What follows belongs to an exercise in optimizing a design on an open flow for small area; a production flow would make more cautious choices. Function was checked by simulation only, so behaviour that the tests miss may differ from the original. Power and IR drop assume default switching activity. The flow treats the clock pin as an ideal source, which a real chip does not have.

[flow/design.v]
package myo_bridge_pkg;
  localparam int frame_bytes_lp  = 86;
  localparam int status_bytes_lp = 48;
  localparam int wr_entries_lp   = 50;
  localparam int rd_entries_lp   = 20;
  localparam logic [2:0] fk_half = 3'd0;
  localparam logic [2:0] fk_word = 3'd1;
  localparam logic [2:0] fk_flag = 3'd2;
  localparam logic [2:0] fk_pair = 3'd3;
  localparam logic [2:0] fk_byte = 3'd4;
endpackage
module forearm_spi_bridge (
  input  logic        iCLK,
  input  logic        arst_n_i,
  input  logic        sck_i,
  input  logic        ss_n_i,
  input  logic        mosi_i,
  input  logic [31:0] av_readdata_i,
  input  logic        av_waitrequest_i,
  output logic        miso_o,
  output logic [15:0] av_address_o,
  output logic [31:0] av_writedata_o,
  output logic        av_write_o,
  output logic        av_read_o
);
  logic [2:0] ph_q;
  always_ff @(posedge iCLK or negedge arst_n_i)
    if (!arst_n_i) ph_q <= '0;
    else           ph_q <= ph_q + 3'd1;
  logic [7:0] phd;             
  always_comb
    for (int k = 0; k < 8; k++) phd[k] = (ph_q == 3'(7 - k));
  logic sck_q, ss_q;
  always_ff @(posedge iCLK or negedge arst_n_i)
    if (!arst_n_i) begin
      sck_q <= 1'b0;
      ss_q  <= 1'b1;
    end else begin
      sck_q <= sck_i;
      ss_q  <= ss_n_i;
    end
  logic active, rise, frame_end, ss_edge;
  assign active    = ~ss_n_i;
  assign rise      = active & sck_i & ~sck_q;
  assign frame_end = ss_n_i & ~ss_q;
  assign ss_edge   = ss_n_i ^ ss_q;
  logic [8:0] n_q;
  always_ff @(posedge iCLK) begin
    if (ss_edge)   n_q <= '1;
    else if (rise) n_q <= n_q + 9'd1;
  end
  logic        busy_q, req_q, valid_q, rxstep_q;
  logic [6:0]  e_q;
  logic [2:0]  gap_q;
  logic        is_rd, done, byte_in, last;
  logic [6:0]  e_nx;
  assign is_rd   = (e_q >= 7'd56);
  assign done    = req_q & ~av_waitrequest_i;
  assign byte_in = rise & (n_q[2:0] == 3'd6);
  assign last    = (e_q == 7'd76);
  always_comb begin
    e_nx = e_q + 7'd1;
    if (e_q == 7'd15) e_nx = 7'd20;
    if (e_q == 7'd49) e_nx = 7'd52;
  end
  always_ff @(posedge iCLK or negedge arst_n_i)
    if (!arst_n_i) begin
      busy_q   <= 1'b0;
      req_q    <= 1'b0;
      valid_q  <= 1'b0;
      rxstep_q <= 1'b0;
    end else begin
      if (done && is_rd) valid_q <= 1'b1;
      if (byte_in) rxstep_q <= 1'b1;
      else if (gap_q == 3'd7) rxstep_q <= 1'b0;
      if (frame_end) begin
        busy_q <= 1'b1;
        req_q  <= 1'b0;
      end else if (busy_q) begin
        if (done) req_q <= 1'b0;
        else if (!req_q && gap_q == 3'd7) begin
          if (last) busy_q <= 1'b0;
          else      req_q  <= 1'b1;
        end
      end
    end
  always_ff @(posedge iCLK) begin
    if (frame_end) e_q <= '0;
    else if (done) e_q <= e_nx;
    if (frame_end | done | byte_in) gap_q <= '0;
    else                            gap_q <= gap_q + 3'd1;
  end
  assign av_write_o = req_q & ~is_rd;
  assign av_read_o  = req_q & is_rd;
  logic is_word, is_half, is_flag, is_pair, is_byte, win;
  assign is_word = (e_q[6:2] == 5'd3);
  assign is_half = (e_q < 7'd12) || ((e_q >= 7'd20) && (e_q < 7'd40));
  assign is_flag = (e_q >= 7'd40) && (e_q < 7'd46);
  assign is_pair = (e_q >= 7'd46) && (e_q < 7'd50);
  assign is_byte = (e_q[6:2] == 5'd13);
  assign win     = busy_q & ~req_q;
  always_comb begin
    av_address_o = {3'd0, e_q[6:2], 6'd0, e_q[1:0]};
    case (e_q)
      7'd40:                      av_address_o = 16'h0b03;
      7'd41:                      av_address_o = 16'h0c03;
      7'd42, 7'd43, 7'd44, 7'd45: av_address_o = 16'h0d03;
      7'd46, 7'd47, 7'd48, 7'd49: av_address_o = 16'h0a03;
      default: begin
        case (e_q[6:2])
          5'd13: av_address_o[12:8] = 5'h14;
          5'd14: av_address_o[12:8] = 5'h0b;
          5'd15: av_address_o[12:8] = 5'h0c;
          5'd16: av_address_o[12:8] = 5'h0e;
          5'd17: av_address_o[12:8] = 5'h0d;
          5'd18: av_address_o[12:8] = 5'h0f;
          default: ;
        endcase
      end
    endcase
  end
  logic [3:0] step;            
  logic [3:0] tin;             
  logic [3:0] front;           
  logic [3:0] tap;             
  logic [31:0] wd_q;
  always_comb begin
    logic [3:0] ws, ss;
    ws = '0;
    ss = '0;
    if (is_half) ws = e_q[0] ? 4'b1100 : 4'b0011;
    if (is_word) ws = 4'b1111;
    if (e_q == 7'd45) ws = 4'b0001;
    if (e_q == 7'd49) ws = 4'b0010;
    if (is_byte) ws = 4'b0001 << {~e_q[1], e_q[0]};
    if (e_q >= 7'd57) ss = (e_q < 7'd61) ? 4'b1111 : (e_q[0] ? 4'b0011 : 4'b1100);
    step = ({4{win & ~is_rd}} & ws) | ({4{win}} & ss) |
           ({4{rxstep_q}} & (4'b0001 << n_q[4:3]));
  end
  logic       st_wide;
  logic [3:0] cb;
  assign st_wide = (e_q < 7'd61);
  always_comb
    for (int m = 0; m < 4; m++) cb[m] = |(wd_q[8 * m +: 8] & phd);
  assign tin[0] = rxstep_q ? cb[3] : cb[0];
  assign tin[1] = rxstep_q ? cb[3] : cb[1];
  assign tin[2] = rxstep_q ? cb[3] : (st_wide ? cb[2] : cb[0]);
  assign tin[3] = rxstep_q ? cb[3] : (st_wide ? cb[3] : cb[1]);
  for (genvar c = 0; c < 4; c++) begin : g_chain
    localparam int L = (c < 2) ? 22 : 21;
    logic [7:0] r_q [L];
    for (genvar k = 0; k < L; k++) begin : g_ring
      logic nb;
      if (k == L - 1) begin : g_tail
        assign nb = tin[c];
      end else begin : g_mid
        assign nb = r_q[k + 1][7];
      end
      always_ff @(posedge iCLK)
        r_q[k] <= {r_q[k][6:0], step[c] ? nb : r_q[k][7]};
    end
    assign front[c] = r_q[0][7];
    assign tap[c]   = step[c] ? r_q[L - 11][7] : r_q[L - 12][7];
  end
  logic [3:0] ft;
  logic [1:0] fchain;
  logic       fzero, past_q;
  logic       cur_q, nxt_q;
  assign ft     = {1'b0, n_q[2:0]} + (rise ? 4'd3 : 4'd2);
  assign fchain = n_q[4:3] + {1'b0, ft[3]};
  assign fzero  = past_q | (rise & (n_q == 9'd381));
  always_ff @(posedge iCLK) begin
    if (ss_edge)    past_q <= 1'b0;
    else if (fzero) past_q <= 1'b1;
  end
  always_ff @(posedge iCLK or negedge arst_n_i)
    if (!arst_n_i) begin
      cur_q <= 1'b0;
      nxt_q <= 1'b0;
    end else begin
      if (active ? rise : (ph_q == 3'd0))
        cur_q <= active ? nxt_q : (tap[0] & valid_q);
      if (ph_q == ft[2:0])
        nxt_q <= tap[fchain] & valid_q & ~fzero;
    end
  assign miso_o = cur_q;
  logic [3:0]  v;              
  logic [7:0]  ld;             
  logic        ld0, ld1;       
  logic        sh;             
  logic [31:0] de, d;
  always_comb begin
    v[0] = front[{~e_q[1], e_q[0]}];           
    if (is_half) v[0] = e_q[0] ? front[2] : front[0];
    if (is_word | is_flag) v[0] = front[0];
    if (is_pair) v[0] = front[1];
    v[1] = is_word ? front[1] : ((e_q[0] ? front[3] : front[1]) & is_half);
    v[2] = front[2] & is_word;
    v[3] = front[3] & is_word;
  end
  assign ld  = {8{win & ~is_rd}} & phd;
  assign ld0 = win & ~is_rd & (is_flag ? (ph_q == e_q[2:0]) :
                               is_pair ? (ph_q == {~e_q[1], e_q[0], 1'b1}) : phd[0]);
  assign ld1 = win & ~is_rd & (is_pair ? (ph_q == {~e_q[1], e_q[0], 1'b0}) : phd[1]);
  assign sh  = rise;
  always_comb begin
    for (int i = 0; i < 32; i++) begin
      de[i] = done | ld[i % 8];
      d[i]  = done ? av_readdata_i[i] : v[i / 8];
    end
    for (int i = 2; i < 8; i++) d[i] = done ? av_readdata_i[i] : (v[0] & ~(is_flag | is_pair));
    de[0] = done | ld0;
    de[1] = done | ld1;
    d[1]  = done ? av_readdata_i[1] : (v[0] & ~is_flag);
    for (int i = 24; i < 32; i++) begin
      de[i] = done | ld[i % 8] | sh;
      d[i]  = done ? av_readdata_i[i] : (sh ? ((i == 24) ? mosi_i : wd_q[i - 1]) : v[3]);
    end
  end
  always_ff @(posedge iCLK)
    for (int i = 0; i < 32; i++)
      if (de[i]) wd_q[i] <= d[i];
  assign av_writedata_o = wd_q;
endmodule
[flow/flow/run.sh]
#!/bin/bash
# Standard ORFS layout with two changes:
#  - clock tree: no dummy loads, leaf clusters of up to 30 sinks within 100 um
#  - port buffers: the smallest buffer cell instead of the default choice
set -euo pipefail
export CTS_ARGS="-sink_clustering_enable -repair_clock_nets -dont_use_dummy_load -sink_clustering_size 30 -sink_clustering_max_diameter 100"
export BUFFER_PORTS_ARGS="-buffer_cell sky130_fd_sc_hd__buf_1"
bash standard.sh > standard.log 2>&1
[flow/standard.sh]
#!/bin/bash
# synth_recipe.tcl (not shown) runs the flow's synth.tcl, then flattens the netlist and writes it again
# the make line also repeats each setting of config.mk as NAME=value (left out here)
make -C /OpenROAD-flow-scripts/flow DESIGN_CONFIG=/design/flow/config.mk WORK_HOME=/design/flow/orfs CLKGATE_MAP_FILE= SYNTH_SCRIPT=/design/flow/synth_recipe.tcl "${@:-finish}"
[flow/config.mk]
export PLATFORM = sky130hd
export DESIGN_NAME = forearm_spi_bridge
export DESIGN_NICKNAME = forearm_spi_bridge
export VERILOG_FILES = /design/flow/design.v
export SDC_FILE = /design/flow/constraint.sdc
export NUM_CORES = 4
export LEC_CHECK = 0
export CAP_MARGIN = 20
export CORE_MARGIN = 2
export CORE_UTILIZATION = 65
export PLACE_DENSITY = 0.75
export SLEW_MARGIN = 20
[flow/constraint.sdc]
create_clock -name core_clock -period 10.0 [get_ports {iCLK}]
set_input_delay 2.0000 -clock core_clock [delete_from_list [all_inputs] [get_ports {iCLK}]]
set_output_delay 2.0000 -clock core_clock [all_outputs]
set_load 0.01 [all_outputs]
==> qor.yml, run 1 <==
p_seq_share_pct: 67.8
initial_utilization_pct: 66.4
path_clk_slew_ns: 0.11
synth_edf_count: 32
dp_hpwl_um: 19700
worst_pin_slew_ns: 0.995
setup-violations-final: 0
ys_warn_count: 5
worst-setup-path-type: "reg -> out"
avgRoutedWirePerCell_um: 17.7
num_vias: 8856
clock_latency_ns: 0.59
grt_pass1_wl_um: 48600
fin_tns_setup_ns: 0
cts_made_buffers: 29
nets: 1400
ys_top_cells_by_count: "708 x dfxtp_1, 87 x mux2_2, 55 x nand2_1, 36 x nor2_1, 32 x edfxtp_1"
syn_area_um2: 19100
cts_hold_buf: 0
portBuffers: 79
ys.flop_type: "dfxtp_1"
critPathArrivalTime_ns: 3.17
post_cts_buffers: 0
cp_max_fo: 17
core_um2: 28800
synth_top_area_share_pct: 74.2
drtPass1Iterations: 6
rsz0062_at_grt: "false"
avgSynthCellArea_um2: 15.1
finClkSkew_ns: 0.0527
switching_power_mw: 1.08
total_power_mw: 5.08
rows: 62
clock-root-buffer: "clkbuf_16"
synth.most_common_cell: "dfxtp_1"
placed_cells: 1696
finalHoldViolCount: 0
yosys.area.top_type: "dfxtp_1"
hp-class: "reg -> reg"
cp_data_required_time_ns: 8.00
route.detailed.drc: 0
antenna_found_initial: 0
ys_ff_latch: 751
die_h_um: 175
overflow: 0
drive_above_1_share_pct: 10.4
drtIter0Drc: 739
synthArstFlopShare_pct: 1.46
slew_violations: 0
yosysSeqAreaShare_pct: 80.7
swShare_pct: 21.4
synth.distinct_cells: 71
groute.usage.overall_pct: 20.1
io_pins: 89
cellLeakagePower_nw: 8.42
die_area_um2: 30800
clkPwrFrac_pct: 25.9
maxSlewHeadroom_pct: 33.7
post-route-min-period_ns: 5.17
drv_cap: 0
grt_max_degree: 37
drt_wl_total_um: 30600
die_w_um: 175
viasPerCell: 5.13
clock_sinks: 751
htree_levels: 1
period_share_pct: 51.7
comb_power_share_pct: 6.3
synthTopCellsByArea: "dfxtp_1 74%, mux2_2 5.1%, edfxtp_1 5.0%"
first_global_vias: 8971
fin_cells: 1725
layout-area-overhead-vs-synth_pct: 7.02
post_cts_resized: 0
final_antenna_net_count: 0
start_kind: "flip-flop"
cts_tree: "yes"
endpoint_kind: "output pin"
max_freq_mhz: 193
outcome: "timing/DRC/antenna clean"
internal_power_mw: 3.99
antennaDiodeCount: 0
ir_drop_v: 0.000183
power_density_nw_per_um2: 248
synthCells: 1267
cts.path.max_buffers: 3
gp_congestion: 0.865
[power groups by stage]
| stage | sequential, mW | clock (mW) | combinational (mW) |
|---|---|---|---|
| after floorplan | 3.46 | 0 | 0.241 |
| after global placement | 3.49 | 0 | 0.310 |
| after detailed placement | 3.51 | 0 | 0.316 |
| after CTS | 3.45 | 1.35 | 0.322 |
| after global routing | 3.48 | 1.44 | 0.344 |
| final | 3.44 | 1.32 | 0.319 |
[cell families after synthesis]
group                    share of synthesized area (%)
flip-flops                                        80.7
AND/OR/NAND/NOR                                   4.84
AO/OA/AOI/OAI                                     5.11
multiplexers                                      5.59
buffers and inverters                             1.73
adder cells (fa/ha/maj)                           1.24
XOR/XNOR                                         0.780
other                                           0.0196
[cell usage in the layout, fill, tap and decap left out, types with 4 or more instances in the layout]
| master | instances |
|---|---|
| a21o_1 | 23 |
| nand3_1 | 20 |
| nor2_1 | 36 |
| edfxtp_1 | 32 |
| clkbuf_16 | 29 |
| a221oi_1 | 9 |
| xor2_1 | 8 |
| conb_1 | 9 |
| inv_1 | 19 |
| o211ai_1 | 4 |
| o21ai_0 | 18 |
| mux2_2 | 87 |
| nand2_1 | 55 |
| nor3_1 | 12 |
| dfrtp_1 | 10 |
| dfxtp_1 | 708 |
| xnor2_1 | 9 |
| buf_4 | 6 |
| a21oi_1 | 31 |
| nand2b_1 | 14 |
| mux2i_1 | 5 |
| or3_1 | 4 |
| and2_1 | 4 |
| nand4_1 | 6 |
| nor2b_1 | 8 |
| o21a_1 | 7 |
| and3_1 | 7 |
| ha_1 | 19 |
| buf_1 | 79 |
[through the flow]
stage	area [µm²]	utilization, %	hold WS, ns	setup slack (ns)
final	20400	71.0	0.270	4.83
after global routing	20400	71.0	0.265	4.52
after CTS	20400	71.0	0.269	4.84
after detailed placement	19700	68.5	0.312	5.23
after global placement	19700	68.5	0.310	5.37
after floorplan	19100	-	0.310	5.91
[critical path: stages (launching register included)]
cell and delay (ns):
dfxtp_1 0.76, inv_2 0.25, ha_1 0.28, nor3_1 0.32, a21oi_1 0.07, o21ai_0 0.45, nand2_1 0.10, o21ai_0 0.20
buf_1 0.19
[final cells by class]
class                           instances  area [µm²]
Fill cell                            1901        8340
Tap cell                              384         480
Clock buffer                           29         726
Timing Repair Buffer                   85         342
Multi-Input combinational cell        455        3400
Inverter                               21        78.8
Sequential cell                       751       15400
[flip-flops by register name (all words and copies together), names as in the netlist]
signal and cells:
past_q 1, valid_q 1, cur_q 1, n_q 9, wd_q 32, sck_q 1, rxstep_q 1, ss_q 1
gap_q 3, g_chain.r_q 688, ph_q 3, nxt_q 1, busy_q 1, req_q 1, e_q 7
[layer usage]
metal	GRT usage, %	wire length (µm)	vias to the layer above
met1	29.0	14500	4277
li1	-	-	4351
met3	2.51	1190	44
met4	4.17	575	0
met2	33.1	14300	184
met5	0	0	-
[path summary, 6_finish.rpt]
check,depth (start not counted),slack (ns),to,from
setup / recovery,8,4.83,av_address_o[8],e_q[0]
hold / removal,0,0.27,g_chain[3].r_q[13][4],g_chain[3].r_q[13][3]
setup reg to reg,7,6.78,nxt_q,e_q[3]
hold reg to reg,0,0.27,g_chain[3].r_q[13][4],g_chain[3].r_q[13][3]
max in group asynchronous,1,8.01,busy_q,arst_n_i
min in group asynchronous,1,1.46,sck_q,arst_n_i
==> run 2: changes to the inputs <==
--- a/flow/design.v
+++ b/flow/design.v
@@ -32,12 +32,8 @@
     for (int k = 0; k < 8; k++) phd[k] = (ph_q == 3'(7 - k));
   logic sck_q, ss_q;
-  always_ff @(posedge iCLK or negedge arst_n_i)
-    if (!arst_n_i) begin
-      sck_q <= 1'b0;
-      ss_q  <= 1'b1;
-    end else begin
-      sck_q <= sck_i;
-      ss_q  <= ss_n_i;
-    end
+  always_ff @(posedge iCLK) sck_q <= sck_i;
+  always_ff @(posedge iCLK or negedge arst_n_i)
+    if (!arst_n_i) ss_q <= 1'b1;
+    else           ss_q <= ss_n_i;
   logic active, rise, frame_end, ss_edge;
   assign active    = ~ss_n_i;
@@ -69,9 +65,6 @@
       req_q    <= 1'b0;
       valid_q  <= 1'b0;
-      rxstep_q <= 1'b0;
     end else begin
       if (done && is_rd) valid_q <= 1'b1;
-      if (byte_in) rxstep_q <= 1'b1;
-      else if (gap_q == 3'd7) rxstep_q <= 1'b0;
       if (frame_end) begin
         busy_q <= 1'b1;
@@ -85,4 +78,8 @@
       end
     end
+  always_ff @(posedge iCLK) begin
+    if (byte_in) rxstep_q <= 1'b1;
+    else if (gap_q == 3'd7) rxstep_q <= 1'b0;
+  end
   always_ff @(posedge iCLK) begin
     if (frame_end) e_q <= '0;
@@ -161,5 +158,9 @@
     end
     assign front[c] = r_q[0][7];
-    assign tap[c]   = step[c] ? r_q[L - 11][7] : r_q[L - 12][7];
+    if (c == 0) begin : g_tap0
+      assign tap[c] = (win & e_q[0]) ? r_q[L - 11][7] : r_q[L - 12][7];
+    end else begin : g_tap
+      assign tap[c] = r_q[L - 12][7];
+    end
   end
   logic [3:0] ft;
@@ -175,13 +176,9 @@
   end
   always_ff @(posedge iCLK or negedge arst_n_i)
-    if (!arst_n_i) begin
-      cur_q <= 1'b0;
-      nxt_q <= 1'b0;
-    end else begin
-      if (active ? rise : (ph_q == 3'd0))
-        cur_q <= active ? nxt_q : (tap[0] & valid_q);
-      if (ph_q == ft[2:0])
-        nxt_q <= tap[fchain] & valid_q & ~fzero;
-    end
+    if (!arst_n_i) cur_q <= 1'b0;
+    else if (active ? rise : (ph_q == 3'd0))
+      cur_q <= active ? nxt_q : (tap[0] & valid_q);
+  always_ff @(posedge iCLK)
+    if (ph_q == ft[2:0]) nxt_q <= tap[fchain] & valid_q & ~fzero;
   assign miso_o = cur_q;
   logic [3:0]  v;              
==> flow/flow/run.sh (replaced) <==
#!/bin/bash
# Standard ORFS layout with two changes:
#  - clock tree: no dummy loads, leaf clusters of up to 30 sinks within 100 um
#    driven by clkbuf_16, clkbuf_8 above them
#  - port buffers: the smallest buffer cell instead of the default choice
set -euo pipefail
export CTS_ARGS="-sink_clustering_enable -repair_clock_nets -dont_use_dummy_load -sink_clustering_size 30 -sink_clustering_max_diameter 100 -sink_clustering_buffer sky130_fd_sc_hd__clkbuf_16 -buf_list sky130_fd_sc_hd__clkbuf_8"
export BUFFER_PORTS_ARGS="-buffer_cell sky130_fd_sc_hd__buf_1"
bash standard.sh > standard.log 2>&1
==> qor.yml, run 2 <==
dp_hpwl_um: 18600  # -5.4%
die_area_um2: 30700  # -0.25%
clock_latency_ns: 0.71  # +0.12 ns
max_freq_mhz: 189  # -2.4%
ys_warn_count: 5  # unchanged
gp_congestion: 0.893  # +3.2%
total_power_mw: 5.02  # -1.1%
fin_tns_setup_ns: 0  # unchanged
post_cts_buffers: 0  # unchanged
ys.flop_type: "dfxtp_1"
period_share_pct: 53.0  # +1.3 points
cts_hold_buf: 0  # unchanged
clock-root-buffer: "clkbuf_8"
fillers: 1891  # -0.53%
grt_max_degree: 37  # unchanged
groute.usage.overall_pct: 18.9  # -1.2 points
drive_above_1_share_pct: 10.4  # +0.078 points
cts_made_buffers: 29  # unchanged
cellLeakagePower_nw: 8.37  # -0.52%
layout_common_cells: "710 x dfxtp_1, 84 x mux2_2, 79 x buf_1, 40 x nor2_1, 33 x edfxtp_1"
outcome: "timing/DRC/antenna clean"
first_global_vias: 8601  # -4.1%
die_w_um: 175  # -0.12%
antennaDiodeCount: 0  # unchanged
route.detailed.drc: 0  # unchanged
portBuffers: 79  # unchanged
overflow: 0  # unchanged
synth_edf_count: 33  # +3.1%
path_clk_slew_ns: 0.10  # about the same
yosys.area.top_type: "dfxtp_1"
post_cts_resized: 0  # unchanged
io_pins: 89  # unchanged
fin_ws_ns: 4.70  # -0.130 ns
yosysSeqAreaShare_pct: 80.9  # +0.18 points
regMostFlops: "g_chain.r_q"
slowest_delay_ns: 0.77  # about the same
worst_pin_slew_ns: 1.09  # +0.0922 ns
synth.distinct_cells: 66  # -7.0%
htree_levels: 1  # unchanged
synth_top_area_share_pct: 74.6  # +0.40 points
avgSynthCellArea_um2: 15.1  # +0.30%
ys_top_cells_by_count: "710 x dfxtp_1, 84 x mux2_2, 40 x nor2_1, 33 x edfxtp_1, 32 x a21oi_1"
finClkSkew_ns: 0.0673  # +0.0146 ns
grt_pass1_wl_um: 45800  # -5.8%
cp_num_buf_inv: 2  # unchanged
largest_register_ff_count: 688  # unchanged
core_um2: 28800  # unchanged
rsz0062_at_grt: "false"
slowest_stage: "dfxtp_1"
final_common_cell: "dfxtp_1"
synthTopCellsByArea: "dfxtp_1 75%, edfxtp_1 5.2%, mux2_2 5.0%"
avgRoutedWirePerCell_um: 16.9  # -4.6%
synthArstFlopShare_pct: 1.07  # -0.40 points
drtPass1Iterations: 5  # -1
syn_area_um2: 19100  # -0.26%
die_h_um: 175  # -0.12%
post-route-min-period_ns: 5.30  # +0.130 ns
power_density_nw_per_um2: 247  # -0.67%
drtIter0Drc: 579  # -22%
layout-area-overhead-vs-synth_pct: 6.85
synth.most_common_cell: "dfxtp_1"
slew_violations: 0  # unchanged
clock_sinks: 751  # unchanged
final_antenna_net_count: 0  # unchanged
ir_drop_v: 0.000233  # +27%
worst-setup-path-type: "reg -> out"
nets: 1390  # -0.71%
cp_data_required_time_ns: 8.00  # about the same
ys_ff_latch: 751  # unchanged
hold_ws_ns: 0.258  # -0.0116 ns
antenna_found_initial: 0  # unchanged
reg.largest.list: "g_chain.r_q: 688 flops, wd_q: 32 flops, n_q: 9 flops"
cts_tree: "yes"
endpoint_kind: "output pin"
viasPerCell: 5.10  # -0.73%
drv_cap: 0  # unchanged
initial_utilization_pct: 66.2  # -0.17 points
hp-class: "reg -> reg"
start_kind: "flip-flop"
finalHoldViolCount: 0  # unchanged
rows: 62  # unchanged
drt_wl_total_um: 29000  # -5.2%
synthCells: 1260  # -0.55%
critPathArrivalTime_ns: 3.30  # +0.13 ns
cp_cell_sequence: "inv_1 > ha_1 > or3_1 > a21oi_1 > nand2b_1 > a21o_1 > o22ai_1 > buf_1"
maxSlewHeadroom_pct: 26.9  # -6.7 points
cts.path.max_buffers: 3  # unchanged
critPathTopFamily: "flip-flops"
cp_max_fo: 19  # +2
setup-violations-final: 0  # unchanged
num_vias: 8740  # -1.3%
place_ws_ns: 5.36  # +0.126 ns
[run 2: cell count changes in the layout (fill, tap and decap cells not counted), sizes merged, moves of 4 or more]
cell    delta
nand3      +5
nor3       -5
mux2       +4
o21a       -4
nand2b     +4
and3       +6
nor2       +4
nand2     -26
[run 2: layout make-up]
type / count / area (µm²) / area share (%)
sequential: 751 / 15400 / 75.7
multi-input combinational: 445 / 3350 / 16.5
clock buffer: 29 / 692 / 3.40
tap: 384 / 480 / 2.36
timing repair buffer: 86 / 349 / 1.71
inverter: 20 / 75.1 / 0.369
[run 2: cell families after synthesis]
kind of cell               count (synthesis)  share of synthesized area [%]
muxes                                     96                           5.83
AOI/OAI and AO/OA                        134                           4.78
xor gates and xnor gates                  15                          0.690
DFF                                      751                           80.9
other                                      1                         0.0197
and+or+nand+nor                          172                           4.71
buffers and inverters                     72                           1.85
adders and majority gates                 19                           1.25
[run 2: where the power goes]
| group | switching [mW] | leakage (nW) | internal, mW | total (mW) |
|---|---|---|---|---|
| clock network | 0.795 | 0.342 | 0.488 | 1.28 |
| logic | 0.156 | 1.86 | 0.147 | 0.303 |
| registers | 0.106 | 6.18 | 3.33 | 3.44 |
| total | 1.06 | 8.37 | 3.97 | 5.02 |
[run 2: per-layer routing]
| metal | part of all wire [%] | up-vias | track usage [%] | routed length (µm) |
|---|---|---|---|---|
| met5 | 0 | - | 0 | 0 |
| met4 | 3.5 | 0 | 6.81 | 1010 |
| met3 | 4.8 | 63 | 2.92 | 1390 |
| met2 | 45 | 218 | 29.8 | 13000 |
| met1 | 47 | 4154 | 26.8 | 13600 |
| li1 | - | 4305 | - | - |
[run 2: path summary, 6_finish.rpt]
path | end | start | depth (start not counted) | slack, ns
worst max-delay path | av_address_o[8] | e_q[0] | 8 | 4.70
max in group asynchronous | busy_q | arst_n_i | 1 | 8.30
worst min-delay path | g_chain[0].r_q[17][3] | g_chain[0].r_q[17][2] | 0 | 0.26
min in group asynchronous | cur_q | arst_n_i | 1 | 1.30
worst max register to register | g_chain[2].r_q[1][0] | e_q[1] | 8 | 6.87
worst min register to register | g_chain[0].r_q[17][3] | g_chain[0].r_q[17][2] | 0 | 0.26
[run 2: metrics by stage]
stage / cells / util [%] / area, µm²
floorplan: 1268 / - / 19100
global placement: 1686 / 68.3 / 19700
detailed placement: 1686 / 68.3 / 19700
CTS: 1715 / 70.7 / 20400
global route: 1715 / 70.7 / 20400
finish: 1715 / 70.7 / 20400
==> run 3: changes to the inputs <==
--- a/flow/design.v
+++ b/flow/design.v
@@ -167,8 +167,8 @@
   logic [1:0] fchain;
   logic       fzero, past_q;
-  logic       cur_q, nxt_q;
-  assign ft     = {1'b0, n_q[2:0]} + (rise ? 4'd3 : 4'd2);
+  logic       cur_q;
+  assign ft     = {1'b0, n_q[2:0]} + (rise ? 4'd2 : 4'd1);
   assign fchain = n_q[4:3] + {1'b0, ft[3]};
-  assign fzero  = past_q | (rise & (n_q == 9'd381));
+  assign fzero  = past_q | (rise & (n_q == 9'd382));
   always_ff @(posedge iCLK) begin
     if (ss_edge)    past_q <= 1'b0;
@@ -177,8 +177,6 @@
   always_ff @(posedge iCLK or negedge arst_n_i)
     if (!arst_n_i) cur_q <= 1'b0;
-    else if (active ? rise : (ph_q == 3'd0))
-      cur_q <= active ? nxt_q : (tap[0] & valid_q);
-  always_ff @(posedge iCLK)
-    if (ph_q == ft[2:0]) nxt_q <= tap[fchain] & valid_q & ~fzero;
+    else if (ph_q == ft[2:0])
+      cur_q <= tap[fchain] & valid_q & ~fzero;
   assign miso_o = cur_q;
   logic [3:0]  v;              
==> flow/flow/run.sh (replaced) <==
#!/bin/bash
# Standard ORFS layout with three changes:
#  - synthesis maps the logic with an area-oriented ABC script (flow/abc_map.script)
#    in place of ORFS's delay-oriented one; everything else in synthesis, and so
#    every register, is as in the standard synthesis
#  - clock tree: no dummy loads, leaf clusters of up to 30 sinks within 100 um
#    driven by clkbuf_16, clkbuf_8 above them
#  - port buffers: the smallest buffer cell instead of the default choice
set -euo pipefail
here=$(cd "$(dirname "$0")" && pwd)
rm -rf scripts_local
cp -r "$FLOW_HOME/scripts" scripts_local
cp "$here/abc_map.script" scripts_local/abc_speed.script
export SCRIPTS_DIR="$PWD/scripts_local"
export CTS_ARGS="-sink_clustering_enable -repair_clock_nets -dont_use_dummy_load -sink_clustering_size 30 -sink_clustering_max_diameter 100 -sink_clustering_buffer sky130_fd_sc_hd__clkbuf_16 -buf_list sky130_fd_sc_hd__clkbuf_8"
export BUFFER_PORTS_ARGS="-buffer_cell sky130_fd_sc_hd__buf_1"
bash standard.sh > standard.log 2>&1
==> flow/flow/abc_map.script (new file) <==
strash
dc2
dch
amap
topo
==> qor.yml, run 3 <==
slew_violations: 0  # unchanged
fin_tns_setup_ns: 0  # unchanged
viasPerCell: 5.17  # +1.4%
r2r_end: "g_chain[0].r_q[3][0]"
antenna_found_initial: 2  # +2
avgSynthCellArea_um2: 14.7  # -2.9%
groute.usage.overall_pct: 19.5  # +0.64 points
gp_congestion: 0.916  # +2.6%
reg.largest.list: "g_chain.r_q: 688 flops, wd_q: 32 flops, n_q: 9 flops"
clock_sinks: 750  # -0.13%
avgRoutedWirePerCell_um: 16.6  # -2.2%
ys_top_cells_by_count: "710 x dfxtp_1, 98 x clkinv_1, 83 x o22a_1, 66 x nor2_1, 52 x o21ai_0"
drtIter0Drc: 837  # +45%
worst-setup-path-type: "reg -> out"
syn_area_um2: 18400  # -3.7%
layout_common_cells: "710 x dfxtp_1, 98 x clkinv_1, 83 x o22a_1, 79 x buf_1, 66 x nor2_1"
finalHoldViolCount: 0  # unchanged
synth_edf_count: 32  # -3.0%
grt_pass1_wl_um: 45200  # -1.3%
ir_drop_v: 0.000229  # -2.1%
power_density_nw_per_um2: 355  # +44%
cts_made_buffers: 28  # -3.4%
post_cts_buffers: 0  # unchanged
die_area_um2: 29600  # -3.6%
rsz0062_at_grt: "false"
hp-class: "reg -> reg"
finClkSkew_ns: 0.0197  # -0.0476 ns
ys.flop_type: "dfxtp_1"
crit_path_frequent_cell: "clkinv_1"
drtPass1Iterations: 7  # +2
place_ws_ns: 5.07  # -0.288 ns
cts.path.max_buffers: 3  # unchanged
ys_ff_latch: 750  # -0.13%
clock_latency_ns: 0.67  # -0.04 ns
portBuffers: 79  # unchanged
critPathArrivalTime_ns: 3.68  # +0.38 ns
endpoint_kind: "output pin"
start_kind: "flip-flop"
worst_pin_slew_ns: 1.10  # +0.0167 ns
drv_cap: 0  # unchanged
hold_path.startpoint: "g_chain[0].r_q[21][5]"
nets: 1421  # +2.2%
die_w_um: 172  # -1.8%
route.detailed.drc: 0  # unchanged
regArea_um2: 15400  # -0.19%
clock-root-buffer: "clkbuf_8"
die_h_um: 172  # -1.8%
core_um2: 27800  # -3.5%
io_pins: 89  # unchanged
final_antenna_net_count: 0  # unchanged
regMostFlops: "g_chain.r_q"
post_cts_resized: 0  # unchanged
overflow: 0  # unchanged
largest_register_ff_count: 688  # unchanged
multi_input_area_um2: 2600  # -22%
fillers: 1851  # -2.1%
post-route-min-period_ns: 5.68  # +0.383 ns
synthArstFlopShare_pct: 1.07  # +0.0014 points
yosysSeqAreaShare_pct: 83.8  # +2.9 points
grt_max_degree: 50  # +35%
outcome: "timing/DRC/antenna clean"
max_freq_mhz: 176  # -6.7%
cts_hold_buf: 0  # unchanged
regToRegSetupSlack_ns: 5.96  # -0.91 ns
hold_end: "g_chain[0].r_q[21][6]"
final_common_cell: "dfxtp_1"
worst_r2r_path_depth: 11  # +3
cts_tree: "yes"
ys_warn_count: 5  # unchanged
cp_max_fo: 16  # -3
cp_cell_sequence: "clkinv_1 > ha_1 > clkinv_1 > nor3_1 > a2111oi_0 > clkinv_1 > o311ai_0 > buf_1"
drt_wl_total_um: 28800  # -0.62%
period_share_pct: 56.8  # +3.8 points
slowest_stage: "a2111oi_0"
drive_above_1_share_pct: 2.94  # -7.5 points
initial_utilization_pct: 66.1  # -0.13 points
layout-area-overhead-vs-synth_pct: 8.07
synthCells: 1250  # -0.79%
synth.most_common_cell: "dfxtp_1"
dp_hpwl_um: 19200  # +3.2%
htree_levels: 1  # unchanged
setup-violations-final: 0  # unchanged
synthTopCellsByArea: "dfxtp_1 77%, edfxtp_1 5.2%, o22a_1 4.0%"
yosys.area.top_type: "dfxtp_1"
rows: 61  # -1.6%
critPathTopFamily: "compound AO/OA/AOI/OAI gates"
num_vias: 9004  # +3.0%
cp_num_buf_inv: 4  # +2
cp_data_required_time_ns: 8.00  # about the same
synth_top_area_share_pct: 77.4  # +2.8 points
path_clk_slew_ns: 0.12  # +0.02 ns
whs_path_depth: 0  # unchanged
slowest_delay_ns: 0.66  # -0.11 ns
synth.distinct_cells: 41  # -38%
fin_ws_ns: 4.32  # -0.383 ns
cellLeakagePower_nw: 7.88  # -5.9%
first_global_vias: 8812  # +2.5%
worstReg2RegStart: "e_q[2]"
maxSlewHeadroom_pct: 26.1  # -0.78 points
-- run 3: area by class of cell --
| type | count | area share [%] |
|---|---|---|
| sequential | 750 | 77.5 |
| multi-input combinational | 401 | 13.1 |
| clock buffer | 28 | 3.36 |
| tap | 378 | 2.38 |
| inverter | 98 | 1.85 |
| timing repair buffer | 85 | 1.72 |
| antenna | 2 | 0.0252 |
-- run 3: metal layers --
metal	track usage [%]	up-vias	wire length, µm
li1	-	4412	-
met3	3.27	50	1560
met4	5.52	0	705
met5	0	-	0
met1	28.9	4290	14200
met2	30.1	252	12400
-- run 3: metrics by stage --
stage	hold slack [ns]	cell area, µm²	cells	total power [mW]	utilization (%)
finish	0.318	19800	1742	7.04	71.4
global route	0.331	19800	1740	7.40	71.4
CTS	0.326	19800	1740	7.11	71.4
detailed placement	0.312	19200	1712	5.85	69.0
global placement	0.310	19200	1712	5.76	69.0
floorplan	0.310	18400	1258	5.40	-
-- run 3: cell families after synthesis --
kind of cell / count (synthesis) / synth area share [%]
AOI/OAI and AO/OA: 224 / 9.03
and+or+nand+nor: 149 / 3.46
other: 1 / 0.0204
adders and majority gates: 19 / 1.34
buffers and inverters: 107 / 2.37
DFF: 750 / 83.8
-- run 3: power breakdown --
group / internal [mW] / switching (mW)
clock network: 0.471 / 0.776
logic: 0.343 / 0.462
registers: 4.54 / 0.451
-- run 3: worst max-delay path by stage --
stage                start         endpoint  slack (ns)  cells past startpoint
CTS                 e_q[0]  av_address_o[8]        4.32                      8
global placement    e_q[0]  av_address_o[8]        5.19                      8
floorplan           ss_n_i            cur_q        4.93                      9
detailed placement  e_q[0]  av_address_o[8]        5.07                      8
finish              e_q[0]  av_address_o[8]        4.32                      8
global route        e_q[0]  av_address_o[8]        3.99                      8
==> run 4: changes to the inputs <==
--- a/flow/flow/run.sh
+++ b/flow/flow/run.sh
@@ -7,4 +7,5 @@
 #    driven by clkbuf_16, clkbuf_8 above them
 #  - port buffers: the smallest buffer cell instead of the default choice
+#  - one tie cell drives all constant outputs' port buffers
 set -euo pipefail
 here=$(cd "$(dirname "$0")" && pwd)
@@ -15,3 +16,4 @@
 export CTS_ARGS="-sink_clustering_enable -repair_clock_nets -dont_use_dummy_load -sink_clustering_size 30 -sink_clustering_max_diameter 100 -sink_clustering_buffer sky130_fd_sc_hd__clkbuf_16 -buf_list sky130_fd_sc_hd__clkbuf_8"
 export BUFFER_PORTS_ARGS="-buffer_cell sky130_fd_sc_hd__buf_1"
+export SKIP_REPAIR_TIE_FANOUT=1
 bash standard.sh > standard.log 2>&1
==> qor.yml, run 4 <==
outcome: "timing/DRC/antenna clean"
layout-area-overhead-vs-synth_pct: 7.88
cts_hold_buf: 0  # unchanged
viasPerCell: 5.21  # +0.86%
synthCells: 1250  # unchanged
drive_above_1_share_pct: 2.95  # +0.017 points
worst_pin_slew_ns: 0.946  # -0.158 ns
slew_violations: 0  # unchanged
crit_path_frequent_cell: "clkinv_1"
initial_utilization_pct: 66.1  # unchanged
core_um2: 27800  # unchanged
power_density_nw_per_um2: 356  # +0.39%
slowest_delay_ns: 0.59  # -0.07 ns
cts_made_buffers: 28  # unchanged
start_kind: "flip-flop"
portBuffers: 79  # unchanged
ys_warn_count: 5  # unchanged
finClkSkew_ns: 0.0389  # +0.0192 ns
synth_top_area_share_pct: 77.4  # unchanged
largest_register_ff_count: 688  # unchanged
final_antenna_net_count: 0  # unchanged
drtIter0Drc: 875  # +4.5%
drtPass1Iterations: 6  # -1
reg.largest.list: "g_chain.r_q: 688 flops, wd_q: 32 flops, n_q: 9 flops"
maxSlewHeadroom_pct: 36.7  # +11 points
post-route-min-period_ns: 5.62  # -0.0580 ns
io_pins: 89  # unchanged
die_w_um: 172  # unchanged
cellLeakagePower_nw: 7.86  # -0.33%
final_common_cell: "dfxtp_1"
clock-root-buffer: "clkbuf_8"
critPathTopFamily: "buffers and inverters"
fin_tns_setup_ns: 0  # unchanged
htree_levels: 1  # unchanged
avgSynthCellArea_um2: 14.7  # unchanged
ys.flop_type: "dfxtp_1"
cp_cell_sequence: "clkinv_1 > ha_1 > clkinv_1 > nor3_1 > a2111oi_0 > clkinv_1 > o311ai_0 > buf_1"
clock_latency_ns: 0.68  # about the same
die_h_um: 172  # unchanged
cts.path.max_buffers: 3  # unchanged
slowest_stage: "a2111oi_0"
cp_data_required_time_ns: 8.00  # about the same
fillers: 1892  # +2.2%
place_ws_ns: 5.07  # +0.00557 ns
dp_hpwl_um: 19700  # +2.7%
synthArstFlopShare_pct: 1.07  # unchanged
grt_pass1_wl_um: 45700  # +0.99%
finalHoldViolCount: 0  # unchanged
nets: 1413  # -0.56%
first_global_vias: 8734  # -0.89%
fin_ws_ns: 4.38  # +0.0580 ns
antennaDiodeCount: 0  # -2
synth.distinct_cells: 41  # unchanged
antenna_found_initial: 0  # -2
path_clk_slew_ns: 0.12  # about the same
regMostFlops: "g_chain.r_q"
drt_wl_total_um: 29400  # +1.8%
worst-setup-path-type: "reg -> out"
die_area_um2: 29600  # unchanged
drv_cap: 0  # unchanged
yosysSeqAreaShare_pct: 83.8  # unchanged
hold_ws_ns: 0.307  # -0.0109 ns
rows: 61  # unchanged
synthTopCellsByArea: "dfxtp_1 77%, edfxtp_1 5.2%, o22a_1 4.0%"
placed_cells: 1704  # -0.47%
fin_cells: 1732  # -0.57%
yosys.area.top_type: "dfxtp_1"
overflow: 0  # unchanged
syn_area_um2: 18400  # unchanged
critPathArrivalTime_ns: 3.62  # -0.06 ns
synth_edf_count: 32  # unchanged
num_vias: 9029  # +0.28%
setup-violations-final: 0  # unchanged
total_power_mw: 7.05  # +0.22%
gp_congestion: 0.875  # -4.5%
synth.most_common_cell: "dfxtp_1"
grt_max_degree: 50  # unchanged
layout_common_cells: "710 x dfxtp_1, 98 x clkinv_1, 83 x o22a_1, 79 x buf_1, 66 x nor2_1"
clock_sinks: 750  # unchanged
fin_util_pct: 71.3  # -0.13 points
placed_cell_area_um2: 19100  # -0.16%
ys_ff_latch: 750  # unchanged
cp_max_fo: 16  # unchanged
cts_tree: "yes"
design_area_um2: 19800  # -0.18%
cp_num_buf_inv: 4  # unchanged
period_share_pct: 56.2  # -0.58 points
post_cts_buffers: 0  # unchanged
endpoint_kind: "output pin"
ys_top_cells_by_count: "710 x dfxtp_1, 98 x clkinv_1, 83 x o22a_1, 66 x nor2_1, 52 x o21ai_0"
post_cts_resized: 0  # unchanged
groute.usage.overall_pct: 19.8  # +0.27 points
rsz0062_at_grt: "false"
route.detailed.drc: 0  # unchanged
avgRoutedWirePerCell_um: 17.0  # +2.4%
hp-class: "reg -> reg"
max_freq_mhz: 178  # +1.0%
ir_drop_v: 0.000206  # -9.8%
[run 4: cell counts after synthesis]
Identical to the previous run, type by type.
[run 4: cells by family (layout without fill, tap and decap cells)]
logic type / Yosys count / count (layout) / share of synthesized area, %
other: 1 / 1 / 0.0204
adders and majority gates: 19 / 19 / 1.34
DFF: 750 / 750 / 83.8
AOI/OAI and AO/OA: 224 / 224 / 9.03
and+or+nand+nor: 149 / 149 / 3.46
buffers and inverters: 107 / 211 / 2.37
[run 4: final timing paths]
check	slack, ns	end	start	cells past startpoint
setup / recovery	4.38	av_address_o[8]	e_q[0]	8
hold / removal	0.31	g_chain[1].r_q[0][3]	g_chain[1].r_q[0][2]	0
setup reg to reg	6.06	g_chain[2].r_q[14][0]	e_q[6]	11
hold reg to reg	0.31	g_chain[1].r_q[0][3]	g_chain[1].r_q[0][2]	0
max in group asynchronous	8.28	ph_q[2]	arst_n_i	1
min in group asynchronous	1.32	valid_q	arst_n_i	1
[run 4: routing by layer]
metal / GRT usage, % / part of all wire [%] / vias to the layer above
met5: 0 / 0 / -
met4: 5.01 / 2.4 / 0
met3: 2.77 / 5.4 / 49
met2: 31.7 / 44 / 270
met1: 28.8 / 48 / 4305
li1: - / - / 4405
[run 4: cell type report]
type / count / area, µm² / share of cell area [%]
Multi-Input combinational cell: 393 / 2570 / 13.0
Inverter: 98 / 368 / 1.86
Tap cell: 378 / 473 / 2.39
Clock buffer: 28 / 667 / 3.37
Timing Repair Buffer: 85 / 342 / 1.73
Sequential cell: 750 / 15400 / 77.7
[run 4: power breakdown]
part	internal (mW)	leakage (nW)	switching, mW
clock network	0.472	0.330	0.786
logic	0.343	1.15	0.463
registers	4.54	6.38	0.455
==> run 5: changes to the inputs <==
--- a/flow/design.v
+++ b/flow/design.v
@@ -41,8 +41,8 @@
   assign frame_end = ss_n_i & ~ss_q;
   assign ss_edge   = ss_n_i ^ ss_q;
-  logic [8:0] n_q;
-  always_ff @(posedge iCLK) begin
-    if (ss_edge)   n_q <= '1;
-    else if (rise) n_q <= n_q + 9'd1;
+  logic [8:0] m_q;
+  always_ff @(posedge iCLK) begin
+    if (ss_edge)   m_q <= '0;
+    else if (rise) m_q <= m_q + 9'd1;
   end
   logic        busy_q, req_q, valid_q, rxstep_q;
@@ -53,5 +53,5 @@
   assign is_rd   = (e_q >= 7'd56);
   assign done    = req_q & ~av_waitrequest_i;
-  assign byte_in = rise & (n_q[2:0] == 3'd6);
+  assign byte_in = rise & (m_q[2:0] == 3'd7);
   assign last    = (e_q == 7'd76);
   always_comb begin
@@ -133,5 +133,5 @@
     if (e_q >= 7'd57) ss = (e_q < 7'd61) ? 4'b1111 : (e_q[0] ? 4'b0011 : 4'b1100);
     step = ({4{win & ~is_rd}} & ws) | ({4{win}} & ss) |
-           ({4{rxstep_q}} & (4'b0001 << n_q[4:3]));
+           ({4{rxstep_q}} & (4'b0001 << (m_q[4:3] - 2'd1)));
   end
   logic       st_wide;
@@ -168,7 +168,7 @@
   logic       fzero, past_q;
   logic       cur_q;
-  assign ft     = {1'b0, n_q[2:0]} + (rise ? 4'd2 : 4'd1);
-  assign fchain = n_q[4:3] + {1'b0, ft[3]};
-  assign fzero  = past_q | (rise & (n_q == 9'd382));
+  assign ft     = {1'b0, m_q[2:0]} + {3'd0, rise};
+  assign fchain = m_q[4:3] + {1'b0, ft[3]};
+  assign fzero  = past_q | (rise & (m_q == 9'd383));
   always_ff @(posedge iCLK) begin
     if (ss_edge)    past_q <= 1'b0;
--- a/flow/flow/run.sh
+++ b/flow/flow/run.sh
@@ -1,4 +1,4 @@
 #!/bin/bash
-# Standard ORFS layout with three changes:
+# Standard ORFS layout with four changes:
 #  - synthesis maps the logic with an area-oriented ABC script (flow/abc_map.script)
 #    in place of ORFS's delay-oriented one; everything else in synthesis, and so
==> qor.yml, run 5 <==
max_freq_mhz: 180  # +1.0%
ys_ff_latch: 750  # unchanged
htree_levels: 1  # unchanged
synth_top_area_share_pct: 77.6  # +0.20 points
rsz0062_at_grt: "false"
overflow: 0  # unchanged
clock_latency_ns: 0.69  # about the same
cts_hold_buf: 0  # unchanged
power_density_nw_per_um2: 355  # -0.37%
cellLeakagePower_nw: 7.79  # -0.86%
r2r_end: "g_chain[0].r_q[8][0]"
synth_edf_count: 32  # unchanged
finalHoldViolCount: 0  # unchanged
cts_made_buffers: 28  # unchanged
num_vias: 8834  # -2.2%
layout-area-overhead-vs-synth_pct: 7.82  # about the same
hold_path.startpoint: "g_chain[1].r_q[13][1]"
post_cts_buffers: 0  # unchanged
worstReg2RegStart: "e_q[2]"
endpoint_kind: "output pin"
cp_max_fo: 14  # -2
dp_hpwl_um: 19700  # +0.15%
grt_pass1_wl_um: 46300  # +1.3%
maxSlewHeadroom_pct: 25.6  # -11 points
nets: 1400  # -0.92%
setup-violations-final: 0  # unchanged
initial_utilization_pct: 65.9  # -0.17 points
fin_ws_ns: 4.43  # +0.0563 ns
portBuffers: 79  # unchanged
die_h_um: 172  # -0.12%
worst_pin_slew_ns: 1.11  # +0.165 ns
avgSynthCellArea_um2: 14.8  # +0.63%
worst_r2r_path_depth: 12  # +1
cts.path.max_buffers: 3  # unchanged
layout_common_cells: "710 x dfxtp_1, 89 x clkinv_1, 80 x o22a_1, 79 x buf_1, 68 x nor2_1"
groute.usage.overall_pct: 20.2  # +0.43 points
drt_wl_total_um: 29800  # +1.4%
antennaDiodeCount: 0  # unchanged
viasPerCell: 5.14  # -1.5%
post-route-min-period_ns: 5.57  # -0.0563 ns
grt_max_degree: 49  # -2.0%
whs_path_depth: 0  # unchanged
route.detailed.drc: 0  # unchanged
die_w_um: 172  # -0.12%
period_share_pct: 55.7  # -0.56 points
clock_sinks: 750  # unchanged
place_ws_ns: 5.15  # +0.0720 ns
hold_ws_ns: 0.298  # -0.00934 ns
hold_end: "g_chain[1].r_q[13][2]"
post_cts_resized: 0  # unchanged
drv_cap: 0  # unchanged
synthCells: 1239  # -0.88%
reg.largest.list: "g_chain.r_q: 688 flops, wd_q: 32 flops, m_q: 9 flops"
outcome: "timing/DRC/antenna clean"
gp_congestion: 1.01  # +15%
crit_start: "e_q[0]"
drtPass1Iterations: 5  # -1
worst-setup-path-type: "reg -> out"
yosysSeqAreaShare_pct: 84.0  # +0.21 points
path_clk_slew_ns: 0.10  # -0.02 ns
largest_register_ff_count: 688  # unchanged
start_kind: "flip-flop"
avgRoutedWirePerCell_um: 17.3  # +2.1%
final_antenna_net_count: 0  # unchanged
rows: 61  # unchanged
drive_above_1_share_pct: 2.83  # -0.12 points
fin_tns_setup_ns: 0  # unchanged
cts_tree: "yes"
clock-root-buffer: "clkbuf_8"
antenna_found_initial: 0  # unchanged
synth.distinct_cells: 47  # +15%
core_um2: 27800  # unchanged
io_pins: 89  # unchanged
hp-class: "reg -> reg"
ys_warn_count: 5  # unchanged
yosys.area.top_type: "dfxtp_1"
ys.flop_type: "dfxtp_1"
critPathArrivalTime_ns: 3.57  # -0.05 ns
synth.most_common_cell: "dfxtp_1"
ys_top_cells_by_count: "710 x dfxtp_1, 89 x clkinv_1, 80 x o22a_1, 68 x nor2_1, 53 x o21ai_0"
finClkSkew_ns: 0.0592  # +0.0202 ns
first_global_vias: 8770  # +0.41%
synthTopCellsByArea: "dfxtp_1 78%, edfxtp_1 5.2%, o22a_1 3.8%"
synthArstFlopShare_pct: 1.07  # unchanged
final_common_cell: "dfxtp_1"
regToRegSetupSlack_ns: 5.78  # -0.28 ns
die_area_um2: 29500  # -0.24%
ir_drop_v: 0.000233  # +13%
cp_data_required_time_ns: 8.00  # about the same
syn_area_um2: 18300  # -0.25%
drtIter0Drc: 691  # -21%
slew_violations: 0  # unchanged
regMostFlops: "g_chain.r_q"
==> run 5: cell types whose count changed after synthesis, sizes merged, moves of 4 or more <==
cell and delta:
o221ai -7, a211oi +4, nand2 -12, nor3 +5, clkinv -9, nor2b +5
==> run 5: cell type report <==
cell class	count	area (µm²)
Sequential cell	750	15400
Fill cell	1857	8040
Multi-Input combinational cell	391	2550
Clock buffer	28	667
Tap cell	378	473
Timing Repair Buffer	84	334
Inverter	89	334
==> run 5: worst max-delay path, stage by stage (launching register included) <==
cell,delay (ns)
dfxtp_1,0.54
clkinv_1,0.44
ha_1,0.41
nor2_1,0.18
nor3_1,0.06
a2111oi_0,0.60
nor2b_1,0.29
clkinv_1,0.08
o21ai_0,0.16
buf_1,0.18
==> run 5: worst max-delay path by stage <==
stage	slack [ns]	end	cells past startpoint
after floorplan	5.67	g_chain[1].r_q[10][0]	4
after global placement	5.17	m_q[7]	8
after detailed placement	5.15	av_address_o[8]	9
after CTS	4.41	av_address_o[8]	9
after global routing	3.97	av_address_o[8]	9
final	4.43	av_address_o[8]	9
==> run 5: power breakdown <==
part	internal, mW	switching, mW
clock network	0.472	0.782
logic	0.331	0.460
registers	4.51	0.454
total	5.31	1.70
==> run 5: through the flow <==
stage / area, µm² / total power, mW / std cells / utilization [%]
final: 19700 / 7.01 / 1720 / 71.0
after CTS: 19700 / 7.09 / 1720 / 71.0
after global placement: 19100 / 5.71 / 1692 / 68.6
after global routing: 19700 / 7.37 / 1720 / 71.0
after floorplan: 18300 / 5.35 / 1239 / -
after detailed placement: 19100 / 5.81 / 1692 / 68.6
==> run 5: layer usage <==
metal | global-route usage [%] | wire length, µm | up-vias | share of wire, %
met5 | 0 | 0 | - | 0
met4 | 5.15 | 565 | 0 | 1.9
met3 | 3.54 | 1390 | 47 | 4.7
met2 | 32.7 | 13900 | 186 | 47
met1 | 28.7 | 13900 | 4250 | 47
li1 | - | - | 4351 | -
==> run 5: kinds of logic (layout without fill, tap and decap cells) <==
kind of cell,count (synthesis),in the layout,share of synthesized area [%]
other cells,1,1,0.0205
flops,750,750,84.0
fa+ha+maj,18,18,1.23
compound gates,219,219,8.83
simple gates,153,153,3.73
buf+inv,98,201,2.19
==> run 6: changes to the inputs <==
==> flow/flow/abc_map.script (replaced) <==
strash
ifraig
dc2
dch
amap -m -F 2 -A 8 -C 1000
topo
==> qor.yml, run 6 <==
die_area_um2: 29500  # -0.19%
internal_power_mw: 5.28  # -0.49%
die_h_um: 172  # about the same
clkPwrFrac_pct: 18.1  # +0.2 points
antennaDiodeCount: 0  # unchanged
drv_cap: 0  # unchanged
gp_congestion: 0.860  # -14%
synth_edf_count: 32  # unchanged
hp-class: "reg -> reg"
final_common_cell: "dfxtp_1"
cp_data_required_time_ns: 8.00  # about the same
ys_ff_latch: 750  # unchanged
switching_power_mw: 1.67  # -1.5%
drtIter0Drc: 694  # +0.43%
regMostFlops: "g_chain.r_q"
yosys.area.top_type: "dfxtp_1"
viasPerCell: 5.14  # +0.14%
slew_violations: 0  # unchanged
layout-area-overhead-vs-synth_pct: 7.93
total_power_mw: 6.95  # -0.73%
dp_hpwl_um: 18900  # -4.4%
antenna_found_initial: 0  # unchanged
rsz0062_at_grt: "false"
slowest_delay_ns: 0.54  # -0.06 ns
groute.usage.overall_pct: 19.6  # -0.61 points
slowest_stage: "dfxtp_1"
grt_max_degree: 45  # -8.2%
synth_top_area_share_pct: 77.8  # +0.15 points
outcome: "timing/DRC/antenna clean"
first_global_vias: 8699  # -0.81%
multi_input_area_um2: 2550  # about the same
portBuffers: 79  # unchanged
route.detailed.drc: 0  # unchanged
drive_above_1_share_pct: 2.98  # +0.15 points
layout_common_cells: "710 x dfxtp_1, 83 x o22a_1, 79 x buf_1, 78 x clkinv_1, 56 x o21ai_0"
rows: 61  # unchanged
finalHoldViolCount: 0  # unchanged
cts_hold_buf: 0  # unchanged
endpoint_kind: "output pin"
critPathArrivalTime_ns: 3.49  # -0.08 ns
clock_latency_ns: 0.68  # about the same
largest_register_ff_count: 688  # unchanged
post-route-min-period_ns: 5.49  # -0.0744 ns
htree_levels: 1  # unchanged
synthCells: 1235  # -0.32%
drtPass1Iterations: 5  # unchanged
ys.flop_type: "dfxtp_1"
ys_warn_count: 5  # unchanged
power_density_nw_per_um2: 353  # -0.64%
finClkSkew_ns: 0.0485  # -0.0107 ns
crit_path_frequent_cell: "clkinv_1"
cts_made_buffers: 28  # unchanged
maxSlewHeadroom_pct: 22.8  # -2.8 points
synthTopCellsByArea: "dfxtp_1 78%, edfxtp_1 5.3%, o22a_1 4.0%"
synthArstFlopShare_pct: 1.07  # unchanged
io_pins: 89  # unchanged
drt_wl_total_um: 28900  # -2.9%
num_vias: 8841  # +0.079%
yosysSeqAreaShare_pct: 84.2  # +0.16 points
regArea_um2: 15400  # unchanged
cellLeakagePower_nw: 7.80  # +0.20%
initial_utilization_pct: 65.9  # about the same
core_um2: 27700  # -0.27%
avgSynthCellArea_um2: 14.8  # +0.13%
die_w_um: 172  # about the same
max_freq_mhz: 182  # +1.4%
synth.distinct_cells: 45  # -4.3%
comb_power_share_pct: 10.9  # -0.4 points
start_kind: "flip-flop"
path_clk_slew_ns: 0.10  # about the same
worst-setup-path-type: "reg -> out"
critPathTopFamily: "buffers and inverters"
swShare_pct: 24.0  # -0.18 points
cp_num_buf_inv: 5  # +2
cts.path.max_buffers: 3  # unchanged
fillers: 1797  # -3.2%
p_seq_share_pct: 71.0  # +0.2 points
ys_top_cells_by_count: "710 x dfxtp_1, 83 x o22a_1, 78 x clkinv_1, 58 x o21ai_0, 55 x nor2_1"
hold_path.startpoint: "g_chain[1].r_q[20][1]"
cp_cell_sequence: "clkinv_1 > ha_1 > clkinv_1 > a21oi_1 > a2111oi_0 > clkinv_1 > nor2_1 > clkinv_1 > o221ai_1 > buf_1"
cts_tree: "yes"
setup-violations-final: 0  # unchanged
final_antenna_net_count: 0  # unchanged
ir_drop_v: 0.000228  # -2.2%
worst_pin_slew_ns: 1.15  # +0.0378 ns
overflow: 0  # unchanged
post_cts_buffers: 0  # unchanged
reg.largest.list: "g_chain.r_q: 688 flops, wd_q: 32 flops, m_q: 9 flops"
period_share_pct: 54.9  # -0.74 points
nets: 1399  # -0.071%
cp_max_fo: 12  # -2
syn_area_um2: 18300  # -0.19%
post_cts_resized: 0  # unchanged
clock_sinks: 750  # unchanged
synth.most_common_cell: "dfxtp_1"
fin_tns_setup_ns: 0  # unchanged
grt_pass1_wl_um: 45200  # -2.3%
regToRegSetupSlack_ns: 6.06  # +0.28 ns
clock-root-buffer: "clkbuf_8"
avgRoutedWirePerCell_um: 16.8  # -2.8%
worstReg2RegStart: "e_q[2]"
crit_start: "e_q[0]"
run 6: cell count changes in the layout (fill, tap and decap cells not counted), sizes merged, moves of 5 or more:
| cell | change |
|---|---|
| nand2 | +20 |
| nor2 | -13 |
| clkinv | -11 |
| a21oi | +6 |
| a31oi | +6 |
| o21ai | +5 |
run 6: metrics by stage:
step	util, %	std cells	instance area [µm²]	hold slack (ns)	worst slack [ns]
after floorplan	-	1235	18300	0.310	5.27
after global placement	68.8	1691	19100	0.310	5.29
after detailed placement	68.8	1691	19100	0.312	5.27
after CTS	71.2	1719	19700	0.305	4.52
after global routing	71.2	1719	19700	0.305	4.09
final	71.2	1719	19700	0.300	4.51
run 6: logic make-up after synthesis:
family / Yosys count / synth area share [%]
buffers and inverters: 87 / 1.97
and+or+nand+nor: 153 / 3.65
adders and majority gates: 18 / 1.23
DFF: 750 / 84.2
other: 1 / 0.0205
AOI/OAI and AO/OA: 226 / 8.97
run 6: final cells by class:
class	count	share of cell area, %
Multi-Input combinational cell	398	13.0
Sequential cell	750	78.0
Timing Repair Buffer	87	1.81
Clock buffer	28	3.38
Tap cell	378	2.40
Inverter	78	1.48
run 6: final timing paths:
kind,endpoint,cells past startpoint
max reg2reg,g_chain[1].r_q[20][0],13
min in group asynchronous,valid_q,1
max,av_address_o[8],10
max in group asynchronous,req_q,1
min reg2reg,g_chain[1].r_q[20][2],0
min,g_chain[1].r_q[20][2],0
run 6: power by group through the flow:
stage	sequential [mW]	clock (mW)	combinational, mW
floorplan	4.81	0	0.507
global placement	4.93	0	0.730
detailed placement	5.00	0	0.747
CTS	4.97	1.29	0.765
global route	5.07	1.39	0.839
finish	4.94	1.26	0.756
run 6: layer usage:
metal	vias up	track usage (%)	part of all wire, %
met5	-	0	0
met1	4249	28.1	48
met2	176	31.4	46
met4	0	6.30	2.5
li1	4364	-	-
met3	52	2.55	3.5

==> separate check: timing with driven ports <==
Ports are ideal in the flow. The routed layouts listed here were re-timed in OpenROAD.
Step 1, drivers: a clkbuf_16 drives iCLK and a buf_2 each remaining input, both assumed.
Step 2 times the ports against the registers' clock, not the clock port: input delays grow and output delays shrink by t, the midpoint of the rising clock arrivals with the driver on.
Slacks: ideal ports / drivers / drivers and shift; pairs: ideal ports / drivers.
run | t (ns) | slack for setup (ns) | worst setup path after step 2 | worst data-port slew with drivers (ns) | cell pins on the clock port's net
run 1 | 0.611 | 4.831 / 4.783 / 5.136 | input to register | 0.09 | 1
run 2 | 0.720 | 4.701 / 4.657 / 5.350 | input to register | 0.08 | 1
run 3 | 0.703 | 4.318 / 4.274 / 4.977 | register to output | 0.08 | 1
run 4 | 0.706 | 4.376 / 4.329 / 5.035 | register to output | 0.05 | 1
run 5 | 0.714 | 4.432 / 4.381 / 5.064 | input to register | 0.05 | 1
run 6 | 0.708 | 4.507 / 4.459 / 5.167 | register to output | 0.07 | 1
After both steps every run listed still meets setup and hold.
